From an optimization exercise on the open Yosys and OpenROAD flow, aimed at a short achievable clock period and few clock cycles per item; shortcuts taken in it are not production practice.
Only simulation tests tie the RTL to the original design; equivalence was not proved.
Power is estimated from default activity; no workload was simulated.

==> run Y <==
==> flow/design.v <==
`timescale 1ns/1ps
package cmul_types_pkg;
    localparam int ELEM_W    = 8;    
    localparam int RES_W     = 18;   
    localparam int RES_BYTES = 3;    
    localparam int ADDR_W    = 16;   
    localparam int REG_W     = 16;   
    typedef logic signed [ELEM_W-1:0] elem_t;       
    typedef logic signed [RES_W-1:0]  res_t;        
    typedef logic [ADDR_W-1:0]        addr_t;       
    typedef logic [REG_W-1:0]         reg_t;        
    typedef logic [2:0]               byte_cnt_t;   
endpackage
`timescale 1ns/1ps
package cmul_regmap_pkg;
    typedef enum logic [2:0] {
        OFS_OP1    = 3'd0,   
        OFS_OP2    = 3'd1,   
        OFS_RES    = 3'd2,   
        OFS_NUM_OP = 3'd3,   
        OFS_START  = 3'd4,   
        OFS_STATUS = 3'd5,   
        OFS_STATE  = 3'd6    
    } reg_offset_e;
    localparam int STS_DONE_BIT = 0;
    typedef enum logic [1:0] {
        ST_IDLE   = 2'd0,
        ST_RD_OPS = 2'd1,   
        ST_WORK   = 2'd2,   
        ST_WR_RES = 2'd3    
    } ctrl_state_e;
    localparam int OP_RD_BYTES  = 4;   
    localparam int RES_WR_BYTES = 6;   
    localparam int OP_STRIDE    = 2;   
    localparam int RES_STRIDE   = 6;   
endpackage
`timescale 1ns/1ps
module comp_mult_top
#(
    parameter logic [15:0] APB_BASE = '0   
) (
    input  logic  clk,
    input  logic  rst_n,
    input  cmul_types_pkg::addr_t paddr,
    input  logic  pwrite,
    input  cmul_types_pkg::reg_t  pwdata,
    input  logic  psel,
    output logic  pready,
    output cmul_types_pkg::reg_t  prdata,
    output logic  pslverr,
    output logic  mem_ce,
    output logic  mem_we,
    output cmul_types_pkg::addr_t mem_addr,
    output cmul_types_pkg::elem_t mem_wr_data,
    input  cmul_types_pkg::elem_t mem_rd_data
);
    logic [15:0] ofs_full;
    logic [2:0]  ofs;
    logic        in_range;
    logic        acc_ok;
    logic        wr_en;
    assign pready   = 1'b1;
    assign ofs_full = paddr - APB_BASE;
    assign in_range = (ofs_full[15:3] == '0);
    assign ofs      = ofs_full[2:0];
    always_comb begin
        case (ofs)
            3'd0, 3'd1, 3'd2, 3'd3, 3'd4: acc_ok = pwrite;
            3'd5:    acc_ok = 1'b1;
            3'd6:    acc_ok = ~pwrite;
            default: acc_ok = 1'b0;
        endcase
    end
    assign wr_en = psel & pwrite & in_range & acc_ok;
    logic wr_op1, wr_op2, wr_res, wr_num, wr_start, wr_clr;
    assign wr_op1   = wr_en & (ofs == 3'd0);
    assign wr_op2   = wr_en & (ofs == 3'd1);
    assign wr_res   = wr_en & (ofs == 3'd2);
    assign wr_num   = wr_en & (ofs == 3'd3);
    assign wr_start = wr_en & (ofs == 3'd4) & pwdata[0];
    assign wr_clr   = wr_en & (ofs == 3'd5) & ~pwdata[0];
    logic        done;
    logic        busy;         
    logic        start_q;      
    logic [15:0] num_reg;
    logic        num_nz_q;     
    logic        num_ge2_q;    
    logic [15:0] num_m1_q;     
    logic [15:0] b1, b2;       
    logic        eq_q;         
    logic [15:0] ra1, ra2, rw;   
    logic        k1, k2;       
    logic [1:0]  h1, h2;       
    logic        qsame;        
    logic        bus_v, ret_v;
    logic [1:0]  bus_id, ret_id;
    logic        bus_dup, ret_dup;
    logic [3:0]  v;            
    logic signed [7:0] cx1, cy1, cx2, cy2;
    logic [1:0]  oc;           
    logic [15:0] qf_left;      
    logic        qf_z;
    logic [15:0] qw_left;      
    logic        wr_act;
    logic [2:0]  wcnt;         
    logic        fin_q;        
    logic        mem_ce_q, mem_we_q;
    logic [15:0] mem_addr_q;
    logic [7:0]  mem_wr_data_q;
    logic [35:0] f0, f1, f2;   
    logic [1:0]  fcnt;
    logic        s1v, s2v;
    logic        prd0;
    assign prdata      = {15'b0, prd0};
    assign mem_ce      = mem_ce_q;
    assign mem_we      = mem_we_q;
    assign mem_addr    = mem_addr_q;
    assign mem_wr_data = mem_wr_data_q;
    logic go;
    logic [1:0] h1e, h2e;
    logic qdone;
    logic wr_cont;
    logic [1:0] oc_eff;
    logic more_eff;
    logic start_quad;
    logic rd_issue;
    logic rd_op1;              
    logic [1:0] rd_id;
    logic wr_start_b;          
    logic wr_issue;
    logic [2:0] wcnt_n;
    logic pop;
    logic push;
    logic [15:0] qf_eff;
    assign go      = start_q & ~busy & num_nz_q;
    assign h1e     = k1 ? 2'd0 : h1;
    assign h2e     = k2 ? 2'd0 : h2;
    assign qdone   = (h1e == 2'd2) & (qsame | (h2e == 2'd2));
    assign wr_cont = wr_act & (wcnt != 3'd5);
    assign oc_eff  = go ? 2'd1 : oc;
    assign more_eff = go ? num_ge2_q : ~qf_z;
    assign qf_eff  = go ? num_m1_q : qf_left;
    assign start_quad = ~wr_cont & qdone & (busy | go) & (oc_eff != 2'd3) & more_eff;
    assign rd_issue   = ~wr_cont & (~qdone | start_quad);
    assign rd_op1     = start_quad | (h1e != 2'd2);
    assign rd_id      = start_quad ? 2'd0 : (h1e != 2'd2) ? {1'b0, h1e[0]} : {1'b1, h2e[0]};
    assign wr_start_b = ~wr_cont & qdone & ~start_quad & busy & (fcnt != 2'd0);
    assign wr_issue   = wr_cont | wr_start_b;
    assign wcnt_n     = wr_cont ? wcnt + 3'd1 : 3'd0;
    assign pop        = wr_issue & (wcnt_n == 3'd5);
    assign push = (v == 4'b1111) & busy;
    logic [7:0] wbyte;
    always_comb begin
        case (wcnt_n)
            3'd0:    wbyte = f0[7:0];
            3'd1:    wbyte = f0[15:8];
            3'd2:    wbyte = {6'b0, f0[17:16]};
            3'd3:    wbyte = f0[25:18];
            3'd4:    wbyte = f0[33:26];
            default: wbyte = {6'b0, f0[35:34]};
        endcase
    end
    always_ff @(posedge clk or negedge rst_n) begin
        if (!rst_n) begin
            pslverr  <= 1'b0;
            prd0     <= 1'b0;
            done     <= 1'b0;
            start_q  <= 1'b0;
            num_reg  <= '0;
            num_nz_q <= 1'b0;
            num_ge2_q <= 1'b0;
            num_m1_q <= '0;
            k1       <= 1'b0;
            k2       <= 1'b0;
            b1       <= '0;
            b2       <= '0;
            eq_q     <= 1'b0;
        end else begin
            pslverr   <= psel & ~(in_range & acc_ok);
            prd0      <= ofs[0] ? done : busy;    
            if (fin_q)
                done <= 1'b1;
            else if (wr_clr)
                done <= 1'b0;
            start_q   <= wr_start;
            if (wr_num) num_reg <= pwdata;
            num_nz_q  <= (num_reg != '0);
            num_ge2_q <= (num_reg[15:1] != '0);
            num_m1_q  <= num_reg - 16'd1;
            k1        <= wr_op1;
            k2        <= wr_op2;
            if (wr_op1) b1 <= pwdata;
            if (wr_op2) b2 <= pwdata;
            eq_q      <= (b1 == b2);
        end
    end
    always_ff @(posedge clk or negedge rst_n) begin
        if (!rst_n) begin
            busy     <= 1'b0;
            ra1      <= '0;
            ra2      <= '0;
            rw       <= '0;
            h1       <= '0;
            h2       <= '0;
            qsame    <= 1'b0;
            bus_v    <= 1'b0;
            bus_id   <= '0;
            bus_dup  <= 1'b0;
            ret_v    <= 1'b0;
            ret_id   <= '0;
            ret_dup  <= 1'b0;
            v        <= '0;
            oc       <= '0;
            qf_left  <= '0;
            qf_z     <= 1'b1;
            qw_left  <= '0;
            wr_act   <= 1'b0;
            wcnt     <= '0;
            fin_q    <= 1'b0;
            mem_ce_q <= 1'b0;
            mem_we_q <= 1'b0;
            fcnt     <= '0;
            s1v      <= 1'b0;
            s2v      <= 1'b0;
            s3v      <= 1'b0;
        end else begin
            if (go)
                busy <= 1'b1;
            else if (fin_q)
                busy <= 1'b0;
            mem_ce_q <= rd_issue | wr_issue;
            mem_we_q <= wr_issue;
            if (wr_issue)
                rw <= rw + 16'd1;
            if (wr_res)
                rw <= pwdata;
            if (rd_issue & rd_op1)
                ra1 <= ra1 + 16'd1;
            if (wr_op1)
                ra1 <= pwdata;
            if (rd_issue & ~rd_op1)
                ra2 <= ra2 + 16'd1;
            if (wr_op2)
                ra2 <= pwdata;
            if (fin_q) begin
                h1    <= '0;
                h2    <= '0;
                qsame <= 1'b0;
            end else if (start_quad) begin
                h1    <= 2'd1;
                h2    <= 2'd0;
                qsame <= eq_q;
            end else begin
                h1 <= h1e + {1'b0, rd_issue & rd_op1};
                h2 <= h2e + {1'b0, rd_issue & ~rd_op1};
            end
            bus_v   <= rd_issue;
            bus_id  <= rd_id;
            bus_dup <= start_quad ? eq_q : qsame;
            ret_v   <= bus_v & ~(k1 & ~bus_id[1]) & ~(k2 & bus_id[1]);
            ret_id  <= bus_id;
            ret_dup <= bus_dup;
            begin
                logic [3:0] cap;
                logic ret_ok;
                ret_ok = ret_v & ~(k1 & ~ret_id[1]) & ~(k2 & ret_id[1]);
                cap[0] = ret_ok & (ret_id == 2'd0);
                cap[1] = ret_ok & (ret_id == 2'd1);
                cap[2] = ret_ok & ((ret_id == 2'd2) | (ret_dup & (ret_id == 2'd0)));
                cap[3] = ret_ok & ((ret_id == 2'd3) | (ret_dup & (ret_id == 2'd1)));
                v <= cap | (v & ~{4{push}} & ~{k2, k2, k1, k1} & ~{4{fin_q}});
            end
            oc <= oc_eff + {1'b0, start_quad} - {1'b0, pop};
            if (start_quad) begin
                qf_left <= qf_eff - 16'd1;
                qf_z    <= (qf_eff == 16'd1);
            end else if (go) begin
                qf_left <= num_m1_q;
                qf_z    <= ~num_ge2_q;
            end
            if (go)
                qw_left <= num_reg;
            else if (pop)
                qw_left <= qw_left - 16'd1;
            wr_act <= wr_issue;
            wcnt   <= wcnt_n;
            fin_q  <= pop & (qw_left == 16'd1);
            fcnt <= fcnt + {1'b0, s3v} - {1'b0, pop};
            s1v <= push;
            s2v <= s1v;
            s3v <= s2v;
        end
    end
    always_ff @(posedge clk) begin
        if (wr_issue)
            mem_addr_q <= rw;
        else if (rd_op1)
            mem_addr_q <= ra1;
        else
            mem_addr_q <= ra2;
        mem_wr_data_q <= wbyte;
    end
    logic [3:0] capd;
    assign capd[0] = ret_v & (ret_id == 2'd0);
    assign capd[1] = ret_v & (ret_id == 2'd1);
    assign capd[2] = ret_v & ((ret_id == 2'd2) | (ret_dup & (ret_id == 2'd0)));
    assign capd[3] = ret_v & ((ret_id == 2'd3) | (ret_dup & (ret_id == 2'd1)));
    always_ff @(posedge clk) begin
        if (capd[0]) cx1 <= mem_rd_data;
        if (capd[1]) cy1 <= mem_rd_data;
        if (capd[2]) cx2 <= mem_rd_data;
        if (capd[3]) cy2 <= mem_rd_data;
    end
    function automatic logic signed [9:0] bpp(input logic signed [7:0] a, input logic [2:0] g);
        logic signed [9:0] a1;
        logic signed [9:0] n1;
        a1 = 10'(a);
        n1 = -a1;
        case (g)
            3'd1, 3'd2: bpp = a1;
            3'd3:       bpp = a1 <<< 1;
            3'd4:       bpp = n1 <<< 1;
            3'd5, 3'd6: bpp = n1;
            default:    bpp = '0;
        endcase
    endfunction
    logic signed [9:0]  pp_a [4];
    logic signed [9:0]  pp_b [4];
    logic signed [9:0]  pp_c [4];
    logic signed [9:0]  pp_d [4];
    logic signed [11:0] t_a [2];
    logic signed [11:0] t_b [2];
    logic signed [11:0] t_c [2];
    logic signed [11:0] t_d [2];
    logic signed [15:0] p_a, p_b, p_c, p_d;
    logic s3v;
    logic [8:0] gy2, gx2;    
    assign gy2 = {cy2, 1'b0};
    assign gx2 = {cx2, 1'b0};
    always_ff @(posedge clk) begin
        for (int j = 0; j < 4; j++) begin
            pp_a[j] <= bpp(cx1, gy2[2*j +: 3]);
            pp_b[j] <= bpp(cy1, gx2[2*j +: 3]);
            pp_c[j] <= bpp(cx1, gx2[2*j +: 3]);
            pp_d[j] <= bpp(cy1, ~gy2[2*j +: 3]);    
        end
        for (int k = 0; k < 2; k++) begin
            t_a[k] <= 12'(pp_a[2*k]) + (12'(pp_a[2*k+1]) <<< 2);
            t_b[k] <= 12'(pp_b[2*k]) + (12'(pp_b[2*k+1]) <<< 2);
            t_c[k] <= 12'(pp_c[2*k]) + (12'(pp_c[2*k+1]) <<< 2);
            t_d[k] <= 12'(pp_d[2*k]) + (12'(pp_d[2*k+1]) <<< 2);
        end
        p_a <= 16'(t_a[0]) + (16'(t_a[1]) <<< 4);
        p_b <= 16'(t_b[0]) + (16'(t_b[1]) <<< 4);
        p_c <= 16'(t_c[0]) + (16'(t_c[1]) <<< 4);
        p_d <= 16'(t_d[0]) + (16'(t_d[1]) <<< 4);
    end
    logic signed [17:0] xr_n, yr_n;
    assign xr_n = 18'(p_c) + 18'(p_d);
    assign yr_n = 18'(p_a) + 18'(p_b);
    always_ff @(posedge clk) begin
        if (pop) begin
            f0 <= (s3v && fcnt == 2'd1) ? {xr_n, yr_n} : f1;
            f1 <= (s3v && fcnt == 2'd2) ? {xr_n, yr_n} : f2;
            f2 <= {xr_n, yr_n};
        end else if (s3v) begin
            case (fcnt)
                2'd0:    f0 <= {xr_n, yr_n};
                2'd1:    f1 <= {xr_n, yr_n};
                default: f2 <= {xr_n, yr_n};
            endcase
        end
    end
endmodule
==> flow/run.sh <==
#!/bin/bash
# synth_recipe.tcl (not shown) runs the flow's synth.tcl, then flattens the netlist and writes it again
# the make line also repeats each setting of config.mk as NAME=value (left out here)
make -C /OpenROAD-flow-scripts/flow DESIGN_CONFIG=/design/flow/config.mk WORK_HOME=/design/flow/orfs CLKGATE_MAP_FILE= SYNTH_SCRIPT=/design/flow/synth_recipe.tcl finish
==> flow/config.mk <==
export PLATFORM = sky130hd
export DESIGN_NAME = comp_mult_top
export DESIGN_NICKNAME = comp_mult_top
export VERILOG_FILES = /design/flow/design.v
export SDC_FILE = /design/flow/constraint.sdc
export NUM_CORES = 4
export LEC_CHECK = 0
export ABC_CLOCK_PERIOD_IN_PS = 2000
export CAP_MARGIN = 20
export CORE_MARGIN = 2
export CORE_UTILIZATION = 40
export SETUP_SLACK_MARGIN = 4.2
export SLEW_MARGIN = 20
==> flow/constraint.sdc <==
create_clock -name core_clock -period 6.5 [get_ports {clk}]
set_input_delay 1.3000 -clock core_clock [delete_from_list [all_inputs] [get_ports {clk}]]
set_output_delay 1.3000 -clock core_clock [all_outputs]
set_load 0.01 [all_outputs]
==> run K (differences from run Y) <==
==> flow/design.v, changed modules only <==
module comp_mult_top
#(
    parameter logic [15:0] APB_BASE = '0   
) (
    input  logic  clk,
    input  logic  rst_n,
    input  cmul_types_pkg::addr_t paddr,
    input  logic  pwrite,
    input  cmul_types_pkg::reg_t  pwdata,
    input  logic  psel,
    output logic  pready,
    output cmul_types_pkg::reg_t  prdata,
    output logic  pslverr,
    output logic  mem_ce,
    output logic  mem_we,
    output cmul_types_pkg::addr_t mem_addr,
    output cmul_types_pkg::elem_t mem_wr_data,
    input  cmul_types_pkg::elem_t mem_rd_data
);
    logic [15:0] ofs_full;
    logic [2:0]  ofs;
    logic        in_range;
    logic        acc_ok;
    logic        wr_en;
    assign pready   = 1'b1;
    assign ofs_full = paddr - APB_BASE;
    assign in_range = (ofs_full[15:3] == '0);
    assign ofs      = ofs_full[2:0];
    always_comb begin
        case (ofs)
            3'd0, 3'd1, 3'd2, 3'd3, 3'd4: acc_ok = pwrite;
            3'd5:    acc_ok = 1'b1;
            3'd6:    acc_ok = ~pwrite;
            default: acc_ok = 1'b0;
        endcase
    end
    assign wr_en = psel & pwrite & in_range & acc_ok;
    logic wr_op1, wr_op2, wr_res, wr_num, wr_start, wr_clr;
    assign wr_op1   = wr_en & (ofs == 3'd0);
    assign wr_op2   = wr_en & (ofs == 3'd1);
    assign wr_res   = wr_en & (ofs == 3'd2);
    assign wr_num   = wr_en & (ofs == 3'd3);
    assign wr_start = wr_en & (ofs == 3'd4) & pwdata[0];
    assign wr_clr   = wr_en & (ofs == 3'd5) & ~pwdata[0];
    logic        done;
    logic        busy;         
    logic        start_q;      
    logic [15:0] num_reg;
    logic        num_nz_q;     
    logic        num_ge2_q;    
    logic [15:0] num_m1_q;     
    logic [15:0] b1, b2;       
    logic        eq_q;         
    logic [15:0] ra1, ra2, rw;   
    logic        k1, k2;       
    logic        wres_q, wnum_q;   
    logic [15:0] pwdata_q;     
    logic [15:0] base1, base2;   
    logic [15:0] num_src;      
    logic [1:0]  h1, h2;       
    logic        qsame;        
    logic        bus_v, ret_v;
    logic [1:0]  bus_id, ret_id;
    logic        bus_dup, ret_dup;
    logic [3:0]  v;            
    logic signed [7:0] cx1, cy1, cx2, cy2;
    logic [1:0]  oc;           
    logic [15:0] qf_left;      
    logic        qf_z;
    logic [15:0] qw_left;      
    logic        wr_act;
    logic [2:0]  wcnt;         
    logic        fin_q;        
    logic        mem_ce_q, mem_we_q;
    logic [15:0] mem_addr_q;
    logic [7:0]  mem_wr_data_q;
    logic [35:0] f0, f1, f2;   
    logic [1:0]  fcnt;
    logic        s1v, s2v;
    logic        prd0;
    assign prdata      = {15'b0, prd0};
    assign mem_ce      = mem_ce_q;
    assign mem_we      = mem_we_q;
    assign mem_addr    = mem_addr_q;
    assign mem_wr_data = mem_wr_data_q;
    logic go;
    logic [1:0] h1e, h2e;
    logic qdone;
    logic wr_cont;
    logic [1:0] oc_eff;
    logic more_eff;
    logic start_quad;
    logic rd_issue;
    logic rd_op1;              
    logic [1:0] rd_id;
    logic wr_start_b;          
    logic wr_issue;
    logic [2:0] wcnt_n;
    logic pop;
    logic push;
    logic [15:0] qf_eff;
    assign num_src = wnum_q ? pwdata_q : num_reg;
    assign base1   = k1 ? pwdata_q : ra1;
    assign base2   = k2 ? pwdata_q : ra2;
    assign go      = start_q & ~busy & num_nz_q;
    assign h1e     = k1 ? 2'd0 : h1;
    assign h2e     = k2 ? 2'd0 : h2;
    assign qdone   = (h1e == 2'd2) & (qsame | (h2e == 2'd2));
    assign wr_cont = wr_act & (wcnt != 3'd5);
    assign oc_eff  = go ? 2'd1 : oc;
    assign more_eff = go ? num_ge2_q : ~qf_z;
    assign qf_eff  = go ? num_m1_q : qf_left;
    assign start_quad = ~wr_cont & qdone & (busy | go) & (oc_eff != 2'd3) & more_eff;
    assign rd_issue   = ~wr_cont & (~qdone | start_quad);
    assign rd_op1     = start_quad | (h1e != 2'd2);
    assign rd_id      = start_quad ? 2'd0 : (h1e != 2'd2) ? {1'b0, h1e[0]} : {1'b1, h2e[0]};
    assign wr_start_b = ~wr_cont & qdone & ~start_quad & busy & (fcnt != 2'd0);
    assign wr_issue   = wr_cont | wr_start_b;
    assign wcnt_n     = wr_cont ? wcnt + 3'd1 : 3'd0;
    assign pop        = wr_issue & (wcnt_n == 3'd5);
    assign push = (v == 4'b1111) & busy;
    logic [7:0] wbyte;
    always_comb begin
        case (wcnt_n)
            3'd0:    wbyte = f0[7:0];
            3'd1:    wbyte = f0[15:8];
            3'd2:    wbyte = {6'b0, f0[17:16]};
            3'd3:    wbyte = f0[25:18];
            3'd4:    wbyte = f0[33:26];
            default: wbyte = {6'b0, f0[35:34]};
        endcase
    end
    always_ff @(posedge clk or negedge rst_n) begin
        if (!rst_n) begin
            pslverr  <= 1'b0;
            prd0     <= 1'b0;
            done     <= 1'b0;
            start_q  <= 1'b0;
            num_reg  <= '0;
            num_nz_q <= 1'b0;
            num_ge2_q <= 1'b0;
            num_m1_q <= '0;
            k1       <= 1'b0;
            k2       <= 1'b0;
            wres_q   <= 1'b0;
            wnum_q   <= 1'b0;
            pwdata_q <= '0;
            b1       <= '0;
            b2       <= '0;
            eq_q     <= 1'b0;
        end else begin
            pslverr   <= psel & ~(in_range & acc_ok);
            prd0      <= ofs[0] ? done : busy;    
            if (fin_q)
                done <= 1'b1;
            else if (wr_clr)
                done <= 1'b0;
            start_q   <= wr_start;
            k1        <= wr_op1;
            k2        <= wr_op2;
            wres_q    <= wr_res;
            wnum_q    <= wr_num;
            pwdata_q  <= pwdata;
            if (wnum_q) num_reg <= pwdata_q;
            num_nz_q  <= (num_src != '0);
            num_ge2_q <= (num_src[15:1] != '0);
            num_m1_q  <= num_src - 16'd1;
            if (k1) b1 <= pwdata_q;
            if (k2) b2 <= pwdata_q;
            eq_q      <= ((k1 ? pwdata_q : b1) == (k2 ? pwdata_q : b2));
        end
    end
    always_ff @(posedge clk or negedge rst_n) begin
        if (!rst_n) begin
            busy     <= 1'b0;
            ra1      <= '0;
            ra2      <= '0;
            rw       <= '0;
            h1       <= '0;
            h2       <= '0;
            qsame    <= 1'b0;
            bus_v    <= 1'b0;
            bus_id   <= '0;
            bus_dup  <= 1'b0;
            ret_v    <= 1'b0;
            ret_id   <= '0;
            ret_dup  <= 1'b0;
            v        <= '0;
            oc       <= '0;
            qf_left  <= '0;
            qf_z     <= 1'b1;
            qw_left  <= '0;
            wr_act   <= 1'b0;
            wcnt     <= '0;
            fin_q    <= 1'b0;
            mem_ce_q <= 1'b0;
            mem_we_q <= 1'b0;
            fcnt     <= '0;
            s1v      <= 1'b0;
            s2v      <= 1'b0;
            s3v      <= 1'b0;
            s4v      <= 1'b0;
        end else begin
            if (go)
                busy <= 1'b1;
            else if (fin_q)
                busy <= 1'b0;
            mem_ce_q <= rd_issue | wr_issue;
            mem_we_q <= wr_issue;
            if (wres_q)
                rw <= pwdata_q;
            else if (wr_issue)
                rw <= rw + 16'd1;
            ra1 <= base1 + {15'd0, rd_issue & rd_op1};
            ra2 <= base2 + {15'd0, rd_issue & ~rd_op1};
            if (fin_q) begin
                h1    <= '0;
                h2    <= '0;
                qsame <= 1'b0;
            end else if (start_quad) begin
                h1    <= 2'd1;
                h2    <= 2'd0;
                qsame <= eq_q;
            end else begin
                h1 <= h1e + {1'b0, rd_issue & rd_op1};
                h2 <= h2e + {1'b0, rd_issue & ~rd_op1};
            end
            bus_v   <= rd_issue;
            bus_id  <= rd_id;
            bus_dup <= start_quad ? eq_q : qsame;
            ret_v   <= bus_v & ~(k1 & ~bus_id[1]) & ~(k2 & bus_id[1]);
            ret_id  <= bus_id;
            ret_dup <= bus_dup;
            begin
                logic [3:0] cap;
                logic ret_ok;
                ret_ok = ret_v & ~(k1 & ~ret_id[1]) & ~(k2 & ret_id[1]);
                cap[0] = ret_ok & (ret_id == 2'd0);
                cap[1] = ret_ok & (ret_id == 2'd1);
                cap[2] = ret_ok & ((ret_id == 2'd2) | (ret_dup & (ret_id == 2'd0)));
                cap[3] = ret_ok & ((ret_id == 2'd3) | (ret_dup & (ret_id == 2'd1)));
                v <= cap | (v & ~{4{push}} & ~{k2, k2, k1, k1} & ~{4{fin_q}});
            end
            oc <= oc_eff + {1'b0, start_quad} - {1'b0, pop};
            if (start_quad) begin
                qf_left <= qf_eff - 16'd1;
                qf_z    <= (qf_eff == 16'd1);
            end else if (go) begin
                qf_left <= num_m1_q;
                qf_z    <= ~num_ge2_q;
            end
            if (go)
                qw_left <= num_reg;
            else if (pop)
                qw_left <= qw_left - 16'd1;
            wr_act <= wr_issue;
            wcnt   <= wcnt_n;
            fin_q  <= pop & (qw_left == 16'd1);
            fcnt <= fcnt + {1'b0, s4v} - {1'b0, pop};
            s1v <= push;
            s2v <= s1v;
            s3v <= s2v;
            s4v <= s3v;
        end
    end
    always_ff @(posedge clk) begin
        if (wr_issue)
            mem_addr_q <= rw;
        else if (rd_op1)
            mem_addr_q <= base1;
        else
            mem_addr_q <= base2;
        mem_wr_data_q <= wbyte;
    end
    logic [3:0] capd;
    assign capd[0] = ret_v & (ret_id == 2'd0);
    assign capd[1] = ret_v & (ret_id == 2'd1);
    assign capd[2] = ret_v & ((ret_id == 2'd2) | (ret_dup & (ret_id == 2'd0)));
    assign capd[3] = ret_v & ((ret_id == 2'd3) | (ret_dup & (ret_id == 2'd1)));
    always_ff @(posedge clk) begin
        if (capd[0]) cx1 <= mem_rd_data;
        if (capd[1]) cy1 <= mem_rd_data;
        if (capd[2]) cx2 <= mem_rd_data;
        if (capd[3]) cy2 <= mem_rd_data;
    end
    function automatic logic signed [9:0] bpp(input logic signed [7:0] a, input logic signed [8:0] n, input logic [2:0] g);
        logic signed [9:0] a1;
        logic signed [9:0] n1;
        a1 = 10'(a);
        n1 = 10'(n);
        case (g)
            3'd1, 3'd2: bpp = a1;
            3'd3:       bpp = a1 <<< 1;
            3'd4:       bpp = n1 <<< 1;
            3'd5, 3'd6: bpp = n1;
            default:    bpp = '0;
        endcase
    endfunction
    logic signed [9:0]  pp_a [4];
    logic signed [9:0]  pp_b [4];
    logic signed [9:0]  pp_c [4];
    logic signed [9:0]  pp_d [4];
    logic signed [11:0] t_a [2];
    logic signed [11:0] t_b [2];
    logic signed [11:0] t_c [2];
    logic signed [11:0] t_d [2];
    logic signed [15:0] p_a, p_b, p_c, p_d;
    logic s3v;
    logic signed [7:0] ox1, oy1, ox2, oy2;
    logic signed [8:0] nx1, ny1;
    logic s4v;
    always_ff @(posedge clk) begin
        ox1 <= cx1;
        oy1 <= cy1;
        ox2 <= cx2;
        oy2 <= cy2;
        nx1 <= -(9'(cx1));
        ny1 <= -(9'(cy1));
    end
    logic [8:0] gy2, gx2;    
    assign gy2 = {oy2, 1'b0};
    assign gx2 = {ox2, 1'b0};
    always_ff @(posedge clk) begin
        for (int j = 0; j < 4; j++) begin
            pp_a[j] <= bpp(ox1, nx1, gy2[2*j +: 3]);
            pp_b[j] <= bpp(oy1, ny1, gx2[2*j +: 3]);
            pp_c[j] <= bpp(ox1, nx1, gx2[2*j +: 3]);
            pp_d[j] <= bpp(oy1, ny1, ~gy2[2*j +: 3]);    
        end
        for (int k = 0; k < 2; k++) begin
            t_a[k] <= 12'(pp_a[2*k]) + (12'(pp_a[2*k+1]) <<< 2);
            t_b[k] <= 12'(pp_b[2*k]) + (12'(pp_b[2*k+1]) <<< 2);
            t_c[k] <= 12'(pp_c[2*k]) + (12'(pp_c[2*k+1]) <<< 2);
            t_d[k] <= 12'(pp_d[2*k]) + (12'(pp_d[2*k+1]) <<< 2);
        end
        p_a <= 16'(t_a[0]) + (16'(t_a[1]) <<< 4);
        p_b <= 16'(t_b[0]) + (16'(t_b[1]) <<< 4);
        p_c <= 16'(t_c[0]) + (16'(t_c[1]) <<< 4);
        p_d <= 16'(t_d[0]) + (16'(t_d[1]) <<< 4);
    end
    logic signed [17:0] xr_n, yr_n;
    assign xr_n = 18'(p_c) + 18'(p_d);
    assign yr_n = 18'(p_a) + 18'(p_b);
    always_ff @(posedge clk) begin
        if (pop) begin
            f0 <= (s4v && fcnt == 2'd1) ? {xr_n, yr_n} : f1;
            f1 <= (s4v && fcnt == 2'd2) ? {xr_n, yr_n} : f2;
            f2 <= {xr_n, yr_n};
        end else if (s4v) begin
            case (fcnt)
                2'd0:    f0 <= {xr_n, yr_n};
                2'd1:    f1 <= {xr_n, yr_n};
                default: f2 <= {xr_n, yr_n};
            endcase
        end
    end
endmodule
==> qor summary <==
| quantity | run K | run Y |
|---|---|---|
| Synthesized instance count | 3383 | 3447 |
| Status | finished clean | finished clean |
| Area fraction of the dominant cell type after synthesis | 22.7% | 20.8% |
| Met2 usage in global routing | 29.1% | 35.2% |
| Post-layout util | 48.3% | 51.7% |
| Combinational power | 9.54 mW | 11.4 mW |
| Area after detailed placement | 36400 um^2 | 35100 um^2 |
| Clock-cell share of area | 6.65% | 5.88% |
| Worst setup slack after placement | 1.89 ns | 1.91 ns |
| Slew Limit Headroom | 29.1% | 22.7% |
| Power of the clock network | 4.66 mW | 4.26 mW |
| Fraction of layout instances using a drive strength above 1 | 17.0% | 25.6% |
| Sequential portion of the cell area | 41.3% | 36.7% |
| Highest attainable clock frequency | 368 MHz | 380 MHz |
| Cell area after synthesis | 34500 um^2 | 33200 um^2 |
| Area added between synthesis and finish | 19.4% | 27.9% |
| Relative contribution of sequential cells to total power | 34.6% | 29.3% |
| R2r setup slk | 3.78 ns | 3.99 ns |
| Final period util | 41.8% | 40.5% |
| Synth cell types | 91 | 97 |
| Leakage power | 17.1 nW | 17.9 nW |
Testbench counts of run Y, summed over its fixed seeds: cycles 20,996, items 2,070.
Testbench counts of run K, summed over its fixed seeds: cycles 21,019, items 2,070.

separate check: timing with driven ports:
How much do the figures lean on ideal ports? The routed layouts below were timed once more, with nothing changed but the port constraints.
Step 1 assumes that a clkbuf_16 drives the clock port and a buf_2 every other input.
Step 2 adds t to the input delays and takes it off the output delays; t is the mean of the earliest and latest rising clock arrival at the registers after step 1. Input paths then give back, and output paths get back, about the clock's delay inside the block.
a / b / c = no drivers / after step 1 / after step 2; a / b = the first two.
run	t (ns)	slack for setup (ns)	hold WS [ns]
run Y	0.673	3.868 / 3.894 / 3.221	0.324 / 0.324 / 0.324
run K	0.686	3.783 / 3.783 / 3.646	0.315 / 0.315 / 0.315
After both steps setup and hold are still met in every run listed. The setup slack of run Y, which loses most, moves by +0.026 ns with the drivers and by -0.647 ns with both steps.
